Context: an optimization exercise on an open-source flow, tuned for small area, a short achievable clock period and few clock cycles per item. The choices shown serve that exercise and are no tape-out recipe. Where RTL was checked, it was by simulation tests only, not by an equivalence proof against the original.

==> inputs of exp/yarrow <==
## link_force_sequencer
module link_force_sequencer #(
  parameter int SIZE       = mi_pipeline_pkg::SIZE,
  parameter int ADDR_WIDTH = mi_pipeline_pkg::ADDR_WIDTH,
  parameter int LINK_WIDTH = mi_pipeline_pkg::LINK_WIDTH,
  parameter int K_WIDTH    = mi_pipeline_pkg::K_WIDTH,
  parameter int FRAC       = mi_pipeline_pkg::FRAC
) (
  input  logic                      clk,
  input  logic                      rst_n,
  input  logic                      start,
  input  logic [LINK_WIDTH:0]       n_links,
  input  logic                      cfg_we,
  input  logic [LINK_WIDTH-1:0]     cfg_addr,
  input  logic [ADDR_WIDTH-1:0]     cfg_mass_a,
  input  logic [ADDR_WIDTH-1:0]     cfg_mass_b,
  input  logic signed [K_WIDTH-1:0] cfg_k,
  output logic [ADDR_WIDTH-1:0]     r_addr_q1,
  output logic [ADDR_WIDTH-1:0]     r_addr_q2,
  input  logic signed [SIZE-1:0]    q1,
  input  logic signed [SIZE-1:0]    q2,
  output logic                      out_valid,
  input  logic                      out_ready,
  output logic [ADDR_WIDTH-1:0]     out_mass_a,
  output logic [ADDR_WIDTH-1:0]     out_mass_b,
  output logic signed [SIZE-1:0]    out_force,
  output logic                      busy,
  output logic                      done
);
Settings: LEC_CHECK=0, CAP_MARGIN=20, CORE_MARGIN=2, CORE_UTILIZATION=40, SETUP_SLACK_MARGIN=3.5, SLEW_MARGIN=20; clock period 8.0 ns.
run.sh (not shown) runs the stock make flow with config.mk's settings and CLKGATE_MAP_FILE= SYNTH_SCRIPT=/design/flow/synth_recipe.tcl, a recipe that flattens the netlist after the stock synthesis.
==> exp/xenon: changes against exp/yarrow <==
--- a/flow/design.v
+++ b/flow/design.v
@@ -1,49 +1,67 @@
 package mi_pipeline_pkg;
   localparam int SIZE       = 27;
   localparam int ADDR_WIDTH = 4;
   localparam int LINK_WIDTH = 4;
   localparam int K_WIDTH    = 18;
   localparam int FRAC       = 16;
+  localparam int CS_LO      = 8;
 endpackage
 module link_table #(
   parameter int LINK_WIDTH = 4,
   parameter int ADDR_WIDTH = 4,
   parameter int K_WIDTH    = 18
 ) (
-  input  logic                      clk,
-  input  logic                      rst_n,
-  input  logic                      we,
-  input  logic [LINK_WIDTH-1:0]     waddr,
-  input  logic [ADDR_WIDTH-1:0]     wmass_a,
-  input  logic [ADDR_WIDTH-1:0]     wmass_b,
-  input  logic signed [K_WIDTH-1:0] wk,
-  input  logic [LINK_WIDTH-1:0]     raddr,
-  output logic [ADDR_WIDTH-1:0]     rmass_a,
-  output logic [ADDR_WIDTH-1:0]     rmass_b,
-  output logic signed [K_WIDTH-1:0] rk
+  input  logic                        clk,
+  input  logic                        rst_n,
+  input  logic                        we,
+  input  logic [LINK_WIDTH-1:0]       waddr,
+  input  logic [ADDR_WIDTH-1:0]       wmass_a,
+  input  logic [ADDR_WIDTH-1:0]       wmass_b,
+  input  logic signed [K_WIDTH-1:0]   wk,
+  input  logic [LINK_WIDTH-1:0]       raddr,
+  output logic                        rvalid,
+  output logic signed [K_WIDTH-1:0]   rk,
+  input  logic [LINK_WIDTH-1:0]       paddr,
+  output logic [2*ADDR_WIDTH-1:0]     pmass
 );
   localparam int DEPTH = 1 << LINK_WIDTH;
-  localparam int W     = 2 * ADDR_WIDTH + K_WIDTH;
-  logic [DEPTH-1:0] vld;
-  logic [W-1:0]     mem [DEPTH];
-  logic [W-1:0]     rd;
+  localparam int MW    = 2 * ADDR_WIDTH;
+  logic [DEPTH-1:0]              vld;
+  logic [DEPTH-1:0][MW-1:0]      m_ent;
+  logic [DEPTH-1:0][K_WIDTH-1:0] k_ent;
+  logic [DEPTH-1:0]              rsel;
+  logic [DEPTH-1:0]              psel;
   always_ff @(posedge clk or negedge rst_n) begin
     if (!rst_n)
       vld <= '0;
     else if (we)
       vld[waddr] <= 1'b1;
   end
-  always_ff @(posedge clk) begin
-    if (we)
-      mem[waddr] <= {wmass_a, wmass_b, wk};
+  for (genvar e = 0; e < DEPTH; e++) begin : g_ent
+    always_ff @(posedge clk) begin
+      if (we && waddr == e) begin
+        m_ent[e] <= {wmass_a, wmass_b};
+        k_ent[e] <= wk;
+      end
+    end
+    assign rsel[e] = (raddr == e);
+    assign psel[e] = (paddr == e);
+  end
+  always_comb begin
+    rvalid = 1'b0;
+    rk     = '0;
+    pmass  = '0;
+    for (int e = 0; e < DEPTH; e++) begin
+      rvalid = rvalid | (rsel[e] & vld[e]);
+      rk     = rk | ({K_WIDTH{rsel[e] & vld[e]}} & k_ent[e]);
+      pmass  = pmass | ({MW{psel[e]}} & m_ent[e]);
+    end
   end
-  assign rd = vld[raddr] ? mem[raddr] : '0;
-  assign {rmass_a, rmass_b, rk} = rd;
 endmodule
 module link_force_sequencer #(
   parameter int SIZE       = mi_pipeline_pkg::SIZE,
   parameter int ADDR_WIDTH = mi_pipeline_pkg::ADDR_WIDTH,
   parameter int LINK_WIDTH = mi_pipeline_pkg::LINK_WIDTH,
   parameter int K_WIDTH    = mi_pipeline_pkg::K_WIDTH,
   parameter int FRAC       = mi_pipeline_pkg::FRAC
 ) (
@@ -63,181 +81,205 @@
   output logic                      out_valid,
   input  logic                      out_ready,
   output logic [ADDR_WIDTH-1:0]     out_mass_a,
   output logic [ADDR_WIDTH-1:0]     out_mass_b,
   output logic signed [SIZE-1:0]    out_force,
   output logic                      busy,
   output logic                      done
 );
-  localparam int PW = SIZE + 1 + K_WIDTH;
+  localparam int PW = SIZE + 1 + K_WIDTH;   
+  localparam int HW = PW - FRAC;            
+  localparam int ND = K_WIDTH / 2;          
+  localparam int LO = mi_pipeline_pkg::CS_LO;
   logic                  active;    
   logic                  zdone;     
   logic                  iss;       
   logic [LINK_WIDTH-1:0] idx;       
+  logic [LINK_WIDTH-1:0] idx_d;
   logic [LINK_WIDTH-1:0] ntx;       
   logic [LINK_WIDTH-1:0] last;      
+  logic                  olast;     
   logic                  stall;
   logic                  xfer;
   logic                  issue;
   logic                  fin;
   logic                  start_go;
-  logic        [ADDR_WIDTH-1:0] t_a;
-  logic        [ADDR_WIDTH-1:0] t_b;
-  logic signed [K_WIDTH-1:0]    t_k;
-  logic                         s1_valid;
-  logic signed [SIZE:0]         s1_diff;
-  localparam int ND = K_WIDTH / 2;
+  logic                  we;
+  logic                         t_valid;
+  logic        [K_WIDTH-1:0]    t_k;
+  logic [2*ADDR_WIDTH-1:0]      t_m;
+  logic [2*ADDR_WIDTH-1:0]      pm;       
   logic [K_WIDTH:0] kx;
   logic [ND-1:0]    b_one;
   logic [ND-1:0]    b_two;
   logic [ND-1:0]    b_neg;
-  logic [ND-1:0]    s1_one;
-  logic [ND-1:0]    s1_two;
-  logic [ND-1:0]    s1_neg;
-  logic        [ADDR_WIDTH-1:0] s1_a;
-  logic        [ADDR_WIDTH-1:0] s1_b;
-  localparam int HW = PW - FRAC;
-  logic [PW-1:0] cs_s;
-  logic [PW-1:0] cs_c;
+  logic                         s1_valid;
+  logic        [SIZE:0]         s1_diff;
+  logic [ND-1:0]                s1_one;
+  logic [ND-1:0]                s1_two;
+  logic [ND-1:0]                s1_neg;
+  logic [2*ADDR_WIDTH-1:0]      s1_m;
+  logic [PW-1:LO] cs_s;
+  logic [PW-1:LO] cs_c;
+  logic           cs_cl;
   logic                         s2_valid;
-  logic [PW-1:0]                s2_s;
-  logic [PW-1:0]                s2_c;
-  logic        [ADDR_WIDTH-1:0] s2_a;
-  logic        [ADDR_WIDTH-1:0] s2_b;
-  logic [PW-1:0]          prod;
+  logic [PW-1:LO]               s2_s;
+  logic [PW-1:LO]               s2_c;
+  logic                         s2_cl;
+  logic [2*ADDR_WIDTH-1:0]      s2_m;
+  logic [PW-1:LO]         prod;
   logic [HW-1:0]          hi;
-  logic signed [SIZE-1:0] force_d;
+  logic [SIZE-1:0]        force_d;
   assign stall    = out_valid & ~out_ready;
   assign xfer     = out_valid & out_ready;
-  assign fin      = xfer & (ntx == last);
+  assign fin      = out_ready & olast;
   assign done     = fin | zdone;
   assign busy     = active & ~fin;
   assign start_go = start & ~active & (n_links != '0);
   assign issue    = start_go | iss;
+  assign we       = cfg_we & ~active;
+  always_comb begin
+    if (fin)
+      idx_d = '0;
+    else if (stall)
+      idx_d = ntx + 1'b1;
+    else if (issue)
+      idx_d = idx + 1'b1;
+    else
+      idx_d = idx;
+  end
   link_table #(
     .LINK_WIDTH (LINK_WIDTH),
     .ADDR_WIDTH (ADDR_WIDTH),
     .K_WIDTH    (K_WIDTH)
   ) u_table (
     .clk     (clk),
     .rst_n   (rst_n),
-    .we      (cfg_we & ~active),
+    .we      (we),
     .waddr   (cfg_addr),
     .wmass_a (cfg_mass_a),
     .wmass_b (cfg_mass_b),
     .wk      (cfg_k),
     .raddr   (idx),
-    .rmass_a (t_a),
-    .rmass_b (t_b),
-    .rk      (t_k)
+    .rvalid  (t_valid),
+    .rk      (t_k),
+    .paddr   (idx_d),
+    .pmass   (t_m)
   );
-  assign r_addr_q1 = t_a;
-  assign r_addr_q2 = t_b;
+  always_ff @(posedge clk) begin
+    if (we && cfg_addr == idx_d)
+      pm <= {cfg_mass_a, cfg_mass_b};
+    else
+      pm <= t_m;
+  end
+  assign {r_addr_q1, r_addr_q2} = pm;
   always_ff @(posedge clk or negedge rst_n) begin
     if (!rst_n) begin
       active   <= 1'b0;
       zdone    <= 1'b0;
       iss      <= 1'b0;
       idx      <= '0;
       ntx      <= '0;
       last     <= '0;
+      olast    <= 1'b0;
       s1_valid <= 1'b0;
       s2_valid <= 1'b0;
     end else begin
       zdone <= start & ~active & (n_links == '0);
+      idx   <= idx_d;
       if (start_go) begin
         active <= 1'b1;
         last   <= LINK_WIDTH'(n_links - 1'b1);
       end else if (fin) begin
         active <= 1'b0;
       end
+      if (!stall)
+        olast <= s2_valid & ~fin & ((out_valid ? ntx + 1'b1 : ntx) == last);
       if (fin) begin
         ntx <= '0;
-        idx <= '0;
         iss <= 1'b0;
       end else if (stall) begin
-        idx      <= ntx + 1'b1;
         iss      <= (ntx != last);
         s1_valid <= 1'b0;
         s2_valid <= 1'b0;
       end else begin
         if (xfer)
           ntx <= ntx + 1'b1;
         s1_valid <= issue;
         s2_valid <= s1_valid;
-        if (issue) begin
-          idx <= idx + 1'b1;
+        if (issue)
           iss <= start_go ? (n_links > 5'd1) : (idx != last);
-        end
       end
     end
   end
-  always_ff @(posedge clk) begin
-    s1_diff <= {q2[SIZE-1], q2} - {q1[SIZE-1], q1};
-    s1_one  <= b_one;
-    s1_two  <= b_two;
-    s1_neg  <= b_neg;
-    s1_a    <= t_a;
-    s1_b    <= t_b;
-  end
   assign kx = {t_k, 1'b0};
   always_comb begin
     for (int j = 0; j < ND; j++) begin
       b_one[j] = kx[2*j+1] ^ kx[2*j];
       b_two[j] = (kx[2*j+2] & ~kx[2*j+1] & ~kx[2*j]) | (~kx[2*j+2] & kx[2*j+1] & kx[2*j]);
       b_neg[j] = kx[2*j+2];
     end
   end
+  always_ff @(posedge clk) begin
+    s1_diff <= {q2[SIZE-1], q2} - {q1[SIZE-1], q1};
+    s1_one  <= b_one;
+    s1_two  <= b_two;
+    s1_neg  <= b_neg;
+    s1_m    <= t_valid ? pm : '0;
+  end
   lfs_booth_csa u_mul (
     .diff  (s1_diff),
     .b_one (s1_one),
     .b_two (s1_two),
     .b_neg (s1_neg),
-    .rs    (cs_s),
-    .rc    (cs_c)
+    .s_hi  (cs_s),
+    .c_hi  (cs_c),
+    .c_lo  (cs_cl)
   );
   always_ff @(posedge clk) begin
     s2_s  <= cs_s;
     s2_c  <= cs_c;
-    s2_a  <= s1_a;
-    s2_b  <= s1_b;
+    s2_cl <= cs_cl;
+    s2_m  <= s1_m;
   end
-  assign prod = s2_s + s2_c;
+  assign prod = s2_s + s2_c + (PW-LO)'(s2_cl);
   assign hi   = prod[PW-1:FRAC];
   always_comb begin
     if (hi[HW-1:SIZE-1] != '0 && hi[HW-1:SIZE-1] != '1)
       force_d = hi[HW-1] ? {1'b1, {(SIZE-1){1'b0}}} : {1'b0, {(SIZE-1){1'b1}}};
     else
       force_d = hi[SIZE-1:0];
   end
   always_ff @(posedge clk or negedge rst_n) begin
     if (!rst_n)
       out_valid <= 1'b0;
     else if (!stall)
       out_valid <= s2_valid & ~fin;
   end
   always_ff @(posedge clk) begin
     if (!stall) begin
-      out_mass_a <= s2_a;
-      out_mass_b <= s2_b;
-      out_force  <= force_d;
+      {out_mass_a, out_mass_b} <= s2_m;
+      out_force                <= force_d;
     end
   end
 endmodule
 module lfs_booth_csa (
   input  logic [27:0] diff,
   input  logic [8:0] b_one,
   input  logic [8:0] b_two,
   input  logic [8:0] b_neg,
-  output logic [45:0] rs,
-  output logic [45:0] rc
+  output logic [37:0] s_hi,
+  output logic [37:0] c_hi,
+  output logic        c_lo
 );
   logic [28:0] dx;
   logic [8:0] one, two, neg;
+  logic [45:0] rs, rc;
+  logic [8:0] lo;
   logic [28:0] pp0;
   logic [28:0] pp1;
   logic [28:0] pp2;
   logic [28:0] pp3;
   logic [28:0] pp4;
   logic [28:0] pp5;
   logic [28:0] pp6;
   logic [28:0] pp7;
@@ -1014,9 +1056,13 @@
   assign rs[42] = c444;
   assign rc[42] = s445;
   assign rs[43] = c446;
   assign rc[43] = s447;
   assign rs[44] = ~pp8[28];
   assign rc[44] = c448;
   assign rs[45] = 1'b1;
   assign rc[45] = 1'b0;
+  assign lo = {1'b0, rs[7:0]} + {1'b0, rc[7:0]};
+  assign c_lo = lo[8];
+  assign s_hi = rs[45:8];
+  assign c_hi = rc[45:8];
 endmodule
==> flow/flow/run.sh (new file) <==
#!/bin/bash
# The standard layout (standard.sh), with the port buffers that
# buffer_ports inserts made sky130_fd_sc_hd__buf_2 cells.
set -euo pipefail
bash standard.sh "BUFFER_PORTS_ARGS=-buffer_cell sky130_fd_sc_hd__buf_2" finish > standard_make.log 2>&1
==> flow/standard.sh (new file) <==
#!/bin/bash
# synth_recipe.tcl (not shown) runs the flow's synth.tcl, then flattens the netlist and writes it again
# the make line also repeats each setting of config.mk as NAME=value (left out here)
make -C /OpenROAD-flow-scripts/flow DESIGN_CONFIG=/design/flow/config.mk WORK_HOME=/design/flow/orfs CLKGATE_MAP_FILE= SYNTH_SCRIPT=/design/flow/synth_recipe.tcl "${@:-finish}"
- CORE_UTILIZATION: 40 -> 60
- CTS_BUF_LIST: unset -> sky130_fd_sc_hd__clkbuf_8
- SETUP_SLACK_MARGIN: 3.5 -> 4.5
removed: flow/run.sh
==> exp/ember: changes against exp/yarrow <==
--- a/flow/design.v
+++ b/flow/design.v
@@ -80,35 +80,29 @@
   logic                  issue;
   logic                  fin;
   logic                  start_go;
   logic        [ADDR_WIDTH-1:0] t_a;
   logic        [ADDR_WIDTH-1:0] t_b;
   logic signed [K_WIDTH-1:0]    t_k;
   logic                         s1_valid;
   logic signed [SIZE:0]         s1_diff;
-  localparam int ND = K_WIDTH / 2;
-  logic [K_WIDTH:0] kx;
-  logic [ND-1:0]    b_one;
-  logic [ND-1:0]    b_two;
-  logic [ND-1:0]    b_neg;
-  logic [ND-1:0]    s1_one;
-  logic [ND-1:0]    s1_two;
-  logic [ND-1:0]    s1_neg;
+  logic signed [K_WIDTH-1:0]    s1_k;
   logic        [ADDR_WIDTH-1:0] s1_a;
   logic        [ADDR_WIDTH-1:0] s1_b;
   localparam int HW = PW - FRAC;
-  logic [PW-1:0] cs_s;
-  logic [PW-1:0] cs_c;
+  logic [HW-1:0] cs_s;
+  logic [HW-1:0] cs_c;
+  logic          cs_cl;
   logic                         s2_valid;
-  logic [PW-1:0]                s2_s;
-  logic [PW-1:0]                s2_c;
+  logic [HW-1:0]                s2_s;
+  logic [HW-1:0]                s2_c;
+  logic                         s2_cl;
   logic        [ADDR_WIDTH-1:0] s2_a;
   logic        [ADDR_WIDTH-1:0] s2_b;
-  logic [PW-1:0]          prod;
   logic [HW-1:0]          hi;
   logic signed [SIZE-1:0] force_d;
   assign stall    = out_valid & ~out_ready;
   assign xfer     = out_valid & out_ready;
   assign fin      = xfer & (ntx == last);
   assign done     = fin | zdone;
   assign busy     = active & ~fin;
   assign start_go = start & ~active & (n_links != '0);
@@ -168,46 +162,35 @@
           idx <= idx + 1'b1;
           iss <= start_go ? (n_links > 5'd1) : (idx != last);
         end
       end
     end
   end
   always_ff @(posedge clk) begin
     s1_diff <= {q2[SIZE-1], q2} - {q1[SIZE-1], q1};
-    s1_one  <= b_one;
-    s1_two  <= b_two;
-    s1_neg  <= b_neg;
+    s1_k    <= t_k;
     s1_a    <= t_a;
     s1_b    <= t_b;
   end
-  assign kx = {t_k, 1'b0};
-  always_comb begin
-    for (int j = 0; j < ND; j++) begin
-      b_one[j] = kx[2*j+1] ^ kx[2*j];
-      b_two[j] = (kx[2*j+2] & ~kx[2*j+1] & ~kx[2*j]) | (~kx[2*j+2] & kx[2*j+1] & kx[2*j]);
-      b_neg[j] = kx[2*j+2];
-    end
-  end
   lfs_booth_csa u_mul (
-    .diff  (s1_diff),
-    .b_one (s1_one),
-    .b_two (s1_two),
-    .b_neg (s1_neg),
-    .rs    (cs_s),
-    .rc    (cs_c)
+    .diff (s1_diff),
+    .k    (s1_k),
+    .s_hi (cs_s),
+    .c_hi (cs_c),
+    .c_lo (cs_cl)
   );
   always_ff @(posedge clk) begin
     s2_s  <= cs_s;
     s2_c  <= cs_c;
+    s2_cl <= cs_cl;
     s2_a  <= s1_a;
     s2_b  <= s1_b;
   end
-  assign prod = s2_s + s2_c;
-  assign hi   = prod[PW-1:FRAC];
+  assign hi = s2_s + s2_c + HW'(s2_cl);
   always_comb begin
     if (hi[HW-1:SIZE-1] != '0 && hi[HW-1:SIZE-1] != '1)
       force_d = hi[HW-1] ? {1'b1, {(SIZE-1){1'b0}}} : {1'b0, {(SIZE-1){1'b1}}};
     else
       force_d = hi[SIZE-1:0];
   end
   always_ff @(posedge clk or negedge rst_n) begin
     if (!rst_n)
@@ -220,37 +203,44 @@
       out_mass_a <= s2_a;
       out_mass_b <= s2_b;
       out_force  <= force_d;
     end
   end
 endmodule
 module lfs_booth_csa (
   input  logic [27:0] diff,
-  input  logic [8:0] b_one,
-  input  logic [8:0] b_two,
-  input  logic [8:0] b_neg,
-  output logic [45:0] rs,
-  output logic [45:0] rc
+  input  logic [17:0] k,
+  output logic [29:0] s_hi,
+  output logic [29:0] c_hi,
+  output logic        c_lo
 );
   logic [28:0] dx;
   logic [8:0] one, two, neg;
+  logic [45:0] rs, rc;
+  logic [16:0] lo;
   logic [28:0] pp0;
   logic [28:0] pp1;
   logic [28:0] pp2;
   logic [28:0] pp3;
   logic [28:0] pp4;
   logic [28:0] pp5;
   logic [28:0] pp6;
   logic [28:0] pp7;
   logic [28:0] pp8;
   assign dx = {diff[27], diff};
-  assign one = b_one;
-  assign two = b_two;
-  assign neg = b_neg;
+  logic [18:0] kx;
+  assign kx = {k, 1'b0};
+  always_comb begin
+    for (int j = 0; j < 9; j++) begin
+      one[j] = kx[2*j+1] ^ kx[2*j];
+      two[j] = (kx[2*j+2] & ~kx[2*j+1] & ~kx[2*j]) | (~kx[2*j+2] & kx[2*j+1] & kx[2*j]);
+      neg[j] = kx[2*j+2];
+    end
+  end
   assign pp0 = ({29{one[0]}} & dx | {29{two[0]}} & {dx[27:0], 1'b0}) ^ {29{neg[0]}};
   assign pp1 = ({29{one[1]}} & dx | {29{two[1]}} & {dx[27:0], 1'b0}) ^ {29{neg[1]}};
   assign pp2 = ({29{one[2]}} & dx | {29{two[2]}} & {dx[27:0], 1'b0}) ^ {29{neg[2]}};
   assign pp3 = ({29{one[3]}} & dx | {29{two[3]}} & {dx[27:0], 1'b0}) ^ {29{neg[3]}};
   assign pp4 = ({29{one[4]}} & dx | {29{two[4]}} & {dx[27:0], 1'b0}) ^ {29{neg[4]}};
   assign pp5 = ({29{one[5]}} & dx | {29{two[5]}} & {dx[27:0], 1'b0}) ^ {29{neg[5]}};
   assign pp6 = ({29{one[6]}} & dx | {29{two[6]}} & {dx[27:0], 1'b0}) ^ {29{neg[6]}};
   assign pp7 = ({29{one[7]}} & dx | {29{two[7]}} & {dx[27:0], 1'b0}) ^ {29{neg[7]}};
@@ -1014,9 +1004,13 @@
   assign rs[42] = c444;
   assign rc[42] = s445;
   assign rs[43] = c446;
   assign rc[43] = s447;
   assign rs[44] = ~pp8[28];
   assign rc[44] = c448;
   assign rs[45] = 1'b1;
   assign rc[45] = 1'b0;
+  assign lo = {1'b0, rs[15:0]} + {1'b0, rc[15:0]};
+  assign c_lo = lo[16];
+  assign s_hi = rs[45:16];
+  assign c_hi = rc[45:16];
 endmodule
- SETUP_SLACK_MARGIN: 3.5 -> unset
==> exp/zinc: changes against exp/yarrow <==
- SETUP_SLACK_MARGIN: 3.5 -> 4.2
==> run summary <==
| metric | exp/zinc | exp/ember | exp/xenon | exp/yarrow |
|---|---|---|---|---|
| Result of the run | finished clean | finished clean | finished clean | finished clean |
| Clock buffer count from CTS | 71 | 68 | 101 | 71 |
| Multi-input gates | 1491 | 2462 | 1725 | 1490 |
| Vias in the first global route | 22350 | 27041 | 24518 | 22321 |
| Detailed-routed wire length on met3 | 5280 microns | 7330 microns | 8130 microns | 6460 microns |
| Proportion of cell area occupied by multi-input gates | 39.7% | 45.5% | 40.2% | 39.1% |
| Post-CTS resize count | 130 | 0 | 177 | 44 |
| Met1 usage in global routing | 25.2% | 29.0% | 40.4% | 25.3% |
| Setup repair after global routing missed its margin | yes | no | yes | yes |
| Post-place instance area | 37500 sq um | 41100 sq um | 35800 sq um | 37400 sq um |
| Post-Synth Adder-Cell Area | 14.8% | 15.2% | 15.1% | 14.8% |
| Reg-to-reg endpoint | s2_c[28] | s2_cl | s2_c[10] | s2_c[32] |
| Count of buffers added by post-CTS timing repair for setup | 31 | 0 | 34 | 20 |
| Data arrival time at the worst-slack endpoint | 2.75 ns | 6.17 ns | 4.21 ns | 2.85 ns |
| Final design instance area without fill | 40500 sq um | 43400 sq um | 40000 sq um | 40300 sq um |
| Worst-margin pin slew | 0.994 ns | 1.06 ns | 1.07 ns | 1.14 ns |
| Highest Clock Rate | 230 MHz | 177 MHz | 275 MHz | 225 MHz |
| Post-route worst setup slack | 3.65 ns | 2.34 ns | 4.37 ns | 3.55 ns |
| Clock buffer count | 93 | 87 | 103 | 85 |
Testbench counts of exp/xenon, summed over its fixed seeds: cycles 6,298, items 5,157.
Testbench counts of exp/ember, summed over its fixed seeds: cycles 6,298, items 5,157.
Function not checked in exp/yarrow and exp/zinc: the RTL went through the layout flow alone.

[what the ideal ports hide]
No port has a modelled driver above. Below, the same layouts with a new extraction and two added sets of constraints.
Step 1 (the two cells are an assumption about what drives the block):
set clk [get_ports {clk}]
set_driving_cell -lib_cell sky130_fd_sc_hd__clkbuf_16 $clk
set_driving_cell -lib_cell sky130_fd_sc_hd__buf_2 [delete_from_list [all_inputs] $clk]
Step 2 adds t to the input delays and takes it off the output delays; t is the mean of the earliest and latest rising clock arrival at the registers after step 1. Input paths then give back, and output paths get back, about the clock's delay inside the block.
Three values: ideal ports, drivers, drivers and shift; two values: the first two.
| run | t (ns) | setup WS [ns] | slew at the worst register clock pin (ns) | pins driven straight from the clock port |
|---|---|---|---|---|
| exp/yarrow | 0.685 | 3.551 / 3.488 / 3.051 | 0.07 / 0.07 | 1 |
| exp/xenon | 0.772 | 4.366 / 4.309 / 3.610 | 0.07 / 0.07 | 1 |
| exp/ember | 0.698 | 2.341 / 2.341 / 2.341 | 0.07 / 0.07 | 1 |
| exp/zinc | 0.680 | 3.654 / 3.590 / 3.600 | 0.06 / 0.06 | 1 |
After both steps every run listed still meets setup and hold. For exp/xenon, which loses most, drivers alone change the setup slack by -0.057 ns; drivers and shift together by -0.756 ns.
